This design comes from an exercise in tuning for small area, a short achievable clock period and few clock cycles on the open sky130 flow, not from production work. The RTL was checked by simulation tests, not by an equivalence proof against the original design. Power and IR drop assume default switching activity.

== red ==
==> flow/design.v (excerpt) <==
module pe_top
(
  input  logic    CLK,
  input  logic    rst_n,
  input  logic    req_valid,
  output logic    req_ready,
  input  pe_pkg::opnd_t   req_a,
  input  pe_pkg::opnd_t   req_b,
  input  pe_pkg::pe_out_t req_d,
  input  logic    req_propagate,
  input  pe_pkg::shift_t  req_shift,
  output logic    res_valid,
  input  logic    res_ready,
  output pe_pkg::pe_out_t res
);
Size in the first run: ~66 I/O pins, about 0.0096 sq mm of cells after synthesis.
==> module mac_acc, before the edit <==
module mac_acc
(
  input  logic [35:0] pp,
  input  logic [31:0] base,
  output logic [31:0] y
);
  logic ys0;
  logic yc0;
  assign ys0 = pp[9] ^ pp[10];
  assign yc0 = pp[9] & pp[10];
  logic ys1;
  logic yc1;
  assign ys1 = pp[12] ^ pp[13] ^ pp[14];
  assign yc1 = (pp[12] & pp[13]) | (pp[12] & pp[14]) | (pp[13] & pp[14]);
  logic ys2;
  logic yc2;
  assign ys2 = pp[15] ^ pp[16] ^ pp[17];
  assign yc2 = (pp[15] & pp[16]) | (pp[15] & pp[17]) | (pp[16] & pp[17]);
  logic ys3;
  logic yc3;
  assign ys3 = pp[18] ^ pp[19] ^ pp[20];
  assign yc3 = (pp[18] & pp[19]) | (pp[18] & pp[20]) | (pp[19] & pp[20]);
  logic ys4;
  logic yc4;
  assign ys4 = pp[21] ^ pp[22] ^ pp[23];
  assign yc4 = (pp[21] & pp[22]) | (pp[21] & pp[23]) | (pp[22] & pp[23]);
  logic ys5;
  logic yc5;
  assign ys5 = pp[24] ^ pp[25] ^ pp[26];
  assign yc5 = (pp[24] & pp[25]) | (pp[24] & pp[26]) | (pp[25] & pp[26]);
  logic ys6;
  logic yc6;
  assign ys6 = pp[27] ^ pp[28];
  assign yc6 = pp[27] & pp[28];
  logic ys7;
  logic yc7;
  assign ys7 = pp[29] ^ pp[30];
  assign yc7 = pp[29] & pp[30];
  logic ys8;
  logic yc8;
  assign ys8 = pp[31] ^ pp[32];
  assign yc8 = pp[31] & pp[32];
  logic ys9;
  logic yc9;
  assign ys9 = pp[33] ^ pp[34];
  assign yc9 = pp[33] & pp[34];
  logic ys10;
  logic yc10;
  assign ys10 = pp[1] ^ pp[2];
  assign yc10 = pp[1] & pp[2];
  logic ys11;
  logic yc11;
  assign ys11 = pp[3] ^ pp[4] ^ base[2];
  assign yc11 = (pp[3] & pp[4]) | (pp[3] & base[2]) | (pp[4] & base[2]);
  logic ys12;
  logic yc12;
  assign ys12 = pp[5] ^ pp[6] ^ base[3];
  assign yc12 = (pp[5] & pp[6]) | (pp[5] & base[3]) | (pp[6] & base[3]);
  logic ys13;
  logic yc13;
  assign ys13 = pp[7] ^ pp[8] ^ base[4];
  assign yc13 = (pp[7] & pp[8]) | (pp[7] & base[4]) | (pp[8] & base[4]);
  logic ys14;
  logic yc14;
  assign ys14 = ys0 ^ pp[11] ^ base[5];
  assign yc14 = (ys0 & pp[11]) | (ys0 & base[5]) | (pp[11] & base[5]);
  logic ys15;
  logic yc15;
  assign ys15 = yc0 ^ ys1 ^ base[6];
  assign yc15 = (yc0 & ys1) | (yc0 & base[6]) | (ys1 & base[6]);
  logic ys16;
  logic yc16;
  assign ys16 = yc1 ^ ys2 ^ base[7];
  assign yc16 = (yc1 & ys2) | (yc1 & base[7]) | (ys2 & base[7]);
  logic ys17;
  logic yc17;
  assign ys17 = yc2 ^ ys3 ^ base[8];
  assign yc17 = (yc2 & ys3) | (yc2 & base[8]) | (ys3 & base[8]);
  logic ys18;
  logic yc18;
  assign ys18 = yc3 ^ ys4 ^ base[9];
  assign yc18 = (yc3 & ys4) | (yc3 & base[9]) | (ys4 & base[9]);
  logic ys19;
  logic yc19;
  assign ys19 = yc4 ^ ys5 ^ base[10];
  assign yc19 = (yc4 & ys5) | (yc4 & base[10]) | (ys5 & base[10]);
  logic ys20;
  logic yc20;
  assign ys20 = yc5 ^ ys6 ^ base[11];
  assign yc20 = (yc5 & ys6) | (yc5 & base[11]) | (ys6 & base[11]);
  logic ys21;
  logic yc21;
  assign ys21 = yc6 ^ ys7 ^ base[12];
  assign yc21 = (yc6 & ys7) | (yc6 & base[12]) | (ys7 & base[12]);
  logic ys22;
  logic yc22;
  assign ys22 = yc7 ^ ys8 ^ base[13];
  assign yc22 = (yc7 & ys8) | (yc7 & base[13]) | (ys8 & base[13]);
  logic ys23;
  logic yc23;
  assign ys23 = yc8 ^ ys9 ^ base[14];
  assign yc23 = (yc8 & ys9) | (yc8 & base[14]) | (ys9 & base[14]);
  logic ys24;
  logic yc24;
  assign ys24 = yc9 ^ pp[35] ^ base[15];
  assign yc24 = (yc9 & pp[35]) | (yc9 & base[15]) | (pp[35] & base[15]);
  logic [15:0] r0, r1;
  logic [16:0] lo;
  assign r0 = {yc23, yc22, yc21, yc20, yc19, yc18, yc17, yc16, yc15, yc14, yc13, yc12, yc11, yc10, ys10, pp[0]};
  assign r1 = {ys24, ys23, ys22, ys21, ys20, ys19, ys18, ys17, ys16, ys15, ys14, ys13, ys12, ys11, base[1], base[0]};
  assign lo = {1'b0, r0} + {1'b0, r1};
  logic [1:0] kc;
  assign kc = {yc24, lo[16]};
  logic [15:0] hi_inc, hi_dec, hi_c1, hi_c0, hi;
  assign hi_inc = base[31:16] + 16'd1;
  assign hi_dec = base[31:16] - 16'd1;
  assign hi_c1 = kc[1] ? hi_inc : base[31:16];
  assign hi_c0 = kc[1] ? base[31:16] : hi_dec;
  assign hi = kc[0] ? hi_c1 : hi_c0;
  assign y = {hi, lo[15:0]};
endmodule
clock: 7.0 ns
lec_check: 0
abc_area: 1
cap_margin: 20
core_margin: 2
core_utilization: 60
cts_buf_list: sky130_fd_sc_hd__clkbuf_4 sky130_fd_sc_hd__clkbuf_8
setup_slack_margin: 3.3
slew_margin: 20
standard.sh (not shown) runs the stock make flow with config.mk's settings and CLKGATE_MAP_FILE= SYNTH_SCRIPT=/design/flow/synth_recipe.tcl, a recipe that flattens the netlist after the stock synthesis.
==> flow/flow/run.sh <==
#!/bin/bash
# The standard layout (standard.sh) with two changes:
#  - synthesis is the standard flow's synthesis script with ABC's mapping script replaced
#    by flow/abc_map_area.script (area-oriented mapping); registers are the
#    same as the standard synthesis's;
#  - the port buffers are inserted as the smallest buffer cell (the repair
#    steps resize them where timing needs it).
set -euo pipefail
here=$(pwd)
export BUFFER_PORTS_ARGS="-buffer_cell sky130_fd_sc_hd__buf_1"
export MY_ABC_SCRIPT="$here/flow/abc_map_area.script"
bash standard.sh SYNTH_SCRIPT="$here/flow/synth.tcl" finish > standard_flow.log 2>&1
==> flow/flow/abc_map_area.script <==
strash
dch
map -a
topo
stime -c
buffer -c
upsize -c
dnsize -c
==> flow/flow/synth.tcl <==
# The standard flow's synthesis script (synth_recipe.tcl), with ABC's mapping script
# replaced by flow/abc_map_area.script: area-oriented mapping (map -a).
proc synth {args} { yosys synth -nofsm -noshare {*}$args }
proc abc {args} {
  set i [lsearch $args -script]
  if { $i >= 0 && [info exists ::env(MY_ABC_SCRIPT)] } {
    lset args [expr {$i + 1}] $::env(MY_ABC_SCRIPT)
  }
  yosys abc {*}$args
}
source $::env(SCRIPTS_DIR)/synth.tcl
# left out here: clear keep_hierarchy, flatten, clean up, hide names made inside functions, write 1_2_yosys.v
Testbench counts of red, summed over its fixed seeds: cycles 12,016.
The inputs of blue differ from those of red as listed below.
--- a/flow/design.v
+++ b/flow/design.v
@@ -458,18 +458,24 @@
   logic [16:0] lo;
   assign r0 = {yc23, yc22, yc21, yc20, yc19, yc18, yc17, yc16, yc15, yc14, yc13, yc12, yc11, yc10, ys10, pp[0]};
   assign r1 = {ys24, ys23, ys22, ys21, ys20, ys19, ys18, ys17, ys16, ys15, ys14, ys13, ys12, ys11, base[1], base[0]};
   assign lo = {1'b0, r0} + {1'b0, r1};
   logic [1:0] kc;
   assign kc = {yc24, lo[16]};
-  logic [15:0] hi_inc, hi_dec, hi_c1, hi_c0, hi;
+  logic k0, k2;
+  assign k0 = (kc == '0);
+  always_comb begin
+    k2 = 1'b0;
+    for (int i = 0; i < 2; i++)
+      for (int j = i + 1; j < 2; j++)
+        k2 = k2 | (kc[i] & kc[j]);
+  end
+  logic [15:0] hi_inc, hi_dec, hi;
   assign hi_inc = base[31:16] + 16'd1;
   assign hi_dec = base[31:16] - 16'd1;
-  assign hi_c1 = kc[1] ? hi_inc : base[31:16];
-  assign hi_c0 = kc[1] ? base[31:16] : hi_dec;
-  assign hi = kc[0] ? hi_c1 : hi_c0;
+  assign hi = k2 ? hi_inc : (k0 ? hi_dec : base[31:16]);
   assign y = {hi, lo[15:0]};
 endmodule
 `timescale 1ns/10ps
 module round_sat_stage
 (
   input  logic signed [31:0] x,
## What came out
Diff blue..red | total of flip-flops plus latches after synthesis | negligible
In terms of number of multi-input logic gates, blue and red differ only marginally.
Of the two values seen for end point of the critical path, mac_i.pp[19] was produced by red and acc[31] by blue.
Going from red to blue, minimum clock period grows by 0.097 ns.
Going from red to blue, wire length of the first global-routing pass grows by 1400 microns.
Relative to red, the critical path depth of blue is higher by 15.
Sort blue and red by number of instances in the placed design asc -> top: red
blue vs. red: total power density per cell area saw an increase; filler-free cell count of the finished design climbed 16; die area roughly the same; headroom to the max-slew limit down 2.0 points.
Half-perimeter wire length after detailed placement, blue and red: larger value in red
Testbench counts of blue, summed over its fixed seeds: cycles 12,016.

[re-timing with driven ports]
No port has a modelled driver above. Below, the same layouts with a new extraction and two added sets of constraints. Step 1 sets driving cells, clkbuf_16 on the clock port and buf_2 on the other inputs (assumed; they add their load-dependent delay and slew). Step 2, shift: input delay + t, output delay - t, t = (earliest + latest rising clock arrival at the registers) / 2. This alone moves slack from input paths to output paths. Slacks: ideal / step 1 / step 2; pairs: ideal / step 1.
run | shift t [ns] | slack for setup (ns) | hold WS [ns]
red | 0.503 | 3.401 / 3.384 / 2.918 | 0.451 / 0.451 / 0.451
blue | 0.502 | 3.304 / 3.304 / 2.911 | 0.456 / 0.456 / 0.456
After both steps every run listed still meets setup and hold. For red, which loses most, drivers alone change the setup slack by -0.017 ns; drivers and shift together by -0.483 ns.
